Source: an optimization exercise on an open RTL-to-GDS flow (aim: small area, a short achievable clock period and few clock cycles per item). Production flows keep margins and buffers that such runs may drop. The RTL was checked by simulation tests, not by an equivalence proof against the original design.

==> flow/design.v (outline; a module is shown in full before it is edited, if it fits) <==
// module gbk_seq: 183 lines
// module gbk_sq: 497 lines
// module gbk_mac: 909 lines
// module gbk_exp_rom: 267 lines
// module gaussian_rbf_kernel_core: 115 lines
module gaussian_rbf_kernel_core (
    input  wire logic                          clk,
    input  wire logic                          rst_n,
    input  wire logic                          pair_valid,
    output logic                               pair_ready,
    input  wire logic [gbk_pkg::COORD_W-1:0]   pair_coord_a,
    input  wire logic [gbk_pkg::COORD_W-1:0]   pair_coord_b,
    input  wire logic                          pair_last,
    output logic                               result_valid,
    input  wire logic                          result_ready,
    output logic      [gbk_pkg::KERNEL_W-1:0]  result_kernel_value,
    output logic      [gbk_pkg::DIST_W-1:0]    result_sq_distance,
    input  wire logic                          cfg_valid,
    output logic                               cfg_ready,
    input  wire logic [gbk_pkg::INV_W-1:0]     cfg_inv_bandwidth
);
  // ...
==> flow/run.sh <==
#!/bin/bash
# synth_recipe.tcl (not shown) runs the flow's synth.tcl, then flattens the netlist and writes it again
# the make line also repeats each setting of config.mk as NAME=value (left out here)
make -C /OpenROAD-flow-scripts/flow DESIGN_CONFIG=/design/flow/config.mk WORK_HOME=/design/flow/orfs CLKGATE_MAP_FILE= SYNTH_SCRIPT=/design/flow/synth_recipe.tcl finish
==> flow/config.mk <==
export PLATFORM = sky130hd
export DESIGN_NAME = gaussian_rbf_kernel_core
export DESIGN_NICKNAME = gaussian_rbf_kernel_core
export VERILOG_FILES = /design/flow/design.v
export SDC_FILE = /design/flow/constraint.sdc
export NUM_CORES = 4
export LEC_CHECK = 0
export CAP_MARGIN = 20
export CORE_MARGIN = 2
export CORE_UTILIZATION = 40
export SLEW_MARGIN = 20
==> flow/constraint.sdc <==
create_clock -name core_clock -period 11.0 [get_ports {clk}]
set_input_delay 2.2000 -clock core_clock [delete_from_list [all_inputs] [get_ports {clk}]]
set_output_delay 2.2000 -clock core_clock [all_outputs]
set_load 0.01 [all_outputs]
==> notes.md, run 1 <==
Fail Step synthesis (1_2_yosys); Syn. warnings 7; First Err ERROR: TCL interpreter returned an error: Source files actually used in the design:; status did not finish
Testbench counts, summed over its fixed seeds: cycles 8,135, items 512.
==> inputs of run 2 (changes only) <==
--- a/flow/config.mk
+++ b/flow/config.mk
@@ -11 +11,2 @@
 export SLEW_MARGIN = 20
+export SYNTH_MEMORY_MAX_BITS = 16384
==> notes.md, run 2 <==
synthesized flop and latch total 364; flop2flop setup slack 1.71 ns; Reg2Reg Capture Point u_seq.a_reg[22]$_DFFE_PP_; Die H 328.0 um; RSZ-0062 raised after global routing false; minimum clock period 9.286 ns; WHS Endpoint s2_last$_DFFE_PN_; Cells after Synth 4,921; vias in the first global route 39.03k; most frequent cells in the layout nand2_1, nor2_1, inv_1; Slew HR 15.86%; total grt overflow 0; Final Hold Vio Count 0; DRC 0; dpl cell area 44,960 um2; Slew Limit Fails 0; Routed WL 201,800 um; drt first pass iters 6; CTS Sinks 364; pin count of the biggest net entering global routing 133; clock transition at the registers of the reported paths 0.06 ns; WHS 0.4209 ns; vias per cell 6.402; Setup TNS Final 0 ns; CP Capture Type register; Place WS 2.239 ns; Post-CTS Resized 0; most common library cell in the layout ignoring fill and taps nand2_1; final worst clock skew 0.03242 ns; crit share post-route 84.42%; delay-heaviest family, CP compound AO/OA/AOI/OAI gates; status timing/DRC/antenna clean (was did not finish); Clock Latency Late Sink 0.62 ns; met2 routed WL 83,660 um; CP bufs+invs 6; Final setup viols 0; Routed WL per cell 31.69 um; crit start category register; RR Startpoint u_seq.st[0]$_DFFE_PN0P_; hold_sp s1_last$_DFFE_PN_; CP Class register to register; Hold Path Depth 0; Post-synth top flop edfxtp_1; Layout Area Growth over Synthesis 10.60%; # rows 118; Post-Synthesis Cell Area 41,990 um2; Core Region 103,800 um2; crit path max-delay cell type nor2_2; post-synthesis average cell area 8.532 um2; die area 107,600 um2; Final WS setup 1.714 ns; layout cells sized above 1 7.488%; total track usage 36.87%; Largest regs acc (42), buf_d (42), u_seq.rd (42); H-tree depth 2; Clock Tree Root clkbuf_16; hold crit path type register to register; commonest cells in the netlist nand2_1, nor2_1, inv_1, fa_1, a21oi_1; fmax 107.7 MHz; R2R cell count 27; cell area after layout 46,430 um2; first-pass GRT wire length 287,100 um; cell taking the most area after synthesis edfxtp_1; DR iter-0 viols 5,851; number of top-level pins 124; largest cells by area after synthesis edfxtp_1, fa_1, ha_1; Final ANT Viol Nets 0; Die Width 328.0 um; antenna violations before repair 35; Buffers on Ports 122; Syn. warnings 7 (unchanged); Nets 5,587; Req. time, crit path 11.34 ns; met3 WL 23,530 um; most common cell in the netlist nand2_1; post-synthesis async set-or-reset flop share 9.615%; sequential area share after synthesis 24.69%; most used cell, CP inv_1; GPL Wtd Cong 1.124; Crit path arrival time 9.63 ns; CTS tree done; critical path fanouts, max 67; crit-path max cell delay 0.91 ns; Worst Tran Pin Value 1.262 ns; Max Cap Viol 0; wl on met1 82,900 um; Max Used Layer met5; Post-CTS Setup Bufs 0; total CTS buffers 43; routed vias 40.78k; number of hold buffers added after CTS 0; synth unique cells 110; Post-synth EDFFs 290; Synth top area share 20.74%; Post-DP HPWL 151,000 um; CTS max path bufs 3; Starting Density 40.45%
run 2: kinds of logic (layout without fill, tap and decap cells):
family,count (synthesis),count (layout),synth area share [%]
simple gates,1689,1689,19.30
compound gates,1332,1332,21.06
buf+inv,735,781,7.048
fa+ha+maj,579,579,22.98
flops,364,364,24.69
xor+xnor,156,156,3.272
mux,64,64,1.636
other cells,2,24,0.01789
run 2: how the worst max path moves through the flow:
| stage | startpoint | slack [ns] | cells past startpoint | to |
|---|---|---|---|---|
| floorplan | u_seq.st[1]$_DFFE_PN0P_ | 4.26 | 26 | u_seq.zero$_DFFE_PP_ |
| finish | u_seq.st[0]$_DFFE_PN0P_ | 1.71 | 27 | u_seq.a_reg[22]$_DFFE_PP_ |
| detailed placement | u_seq.st[0]$_DFFE_PN0P_ | 2.24 | 30 | u_seq.a_reg[22]$_DFFE_PP_ |
| CTS | u_seq.st[0]$_DFFE_PN0P_ | 2.20 | 30 | u_seq.a_reg[22]$_DFFE_PP_ |
| global route | u_seq.st[0]$_DFFE_PN0P_ | 1.45 | 27 | u_seq.a_reg[22]$_DFFE_PP_ |
| global placement | u_seq.st[0]$_DFFE_PN0P_ | 2.24 | 27 | u_seq.a_reg[22]$_DFFE_PP_ |
run 2: per-stage QoR:
| step | util (%) | instances |
|---|---|---|
| after floorplan | - | 4935 |
| after global placement | 43.30 | 6281 |
| after detailed placement | 43.31 | 6281 |
| after CTS | 44.71 | 6361 |
| after global routing | 44.72 | 6362 |
| final | 44.74 | 6369 |
run 2: area by class of cell:
type | count | area, um2
multi-input combinational | 3836 | 28860
tap | 1380 | 1727
antenna | 8 | 20.02
sequential | 364 | 10370
clock buffer | 54 | 1127
inverter | 421 | 1588
timing repair buffer | 280 | 2427
fill | 10340 | 57360
clock inverter | 26 | 321.6
run 2: layer usage:
metal | track usage, % | up-vias
li1 | - | 17520
met1 | 49.53 | 20200
met2 | 53.57 | 2430
met3 | 11.80 | 594
met4 | 17.54 | 32
met5 | 0 | -

what the ideal ports hide:
The flow's constraints put no driver on any port. The routed layout listed below was extracted and timed again, unchanged, in two steps. Step 1 assumes that a clkbuf_16 drives the clock port and a buf_2 every other input. Step 2 moves the port delays by t, midway between the first and last clock arrival at a register: inputs arrive t later, outputs are due t later. That takes back most of the time a late clock gives input paths. Slacks: no drivers / after step 1 / after step 2; pairs: no drivers / after step 1.
run: run 2
t (ns): 0.673
setup WS [ns]: 1.714 / 1.714 / 1.714
pins driven straight from the clock port: 1
After both steps run 2 still meets setup and hold. The setup slack of run 2 moves by 0.000 ns with the drivers and by 0.000 ns with both steps.
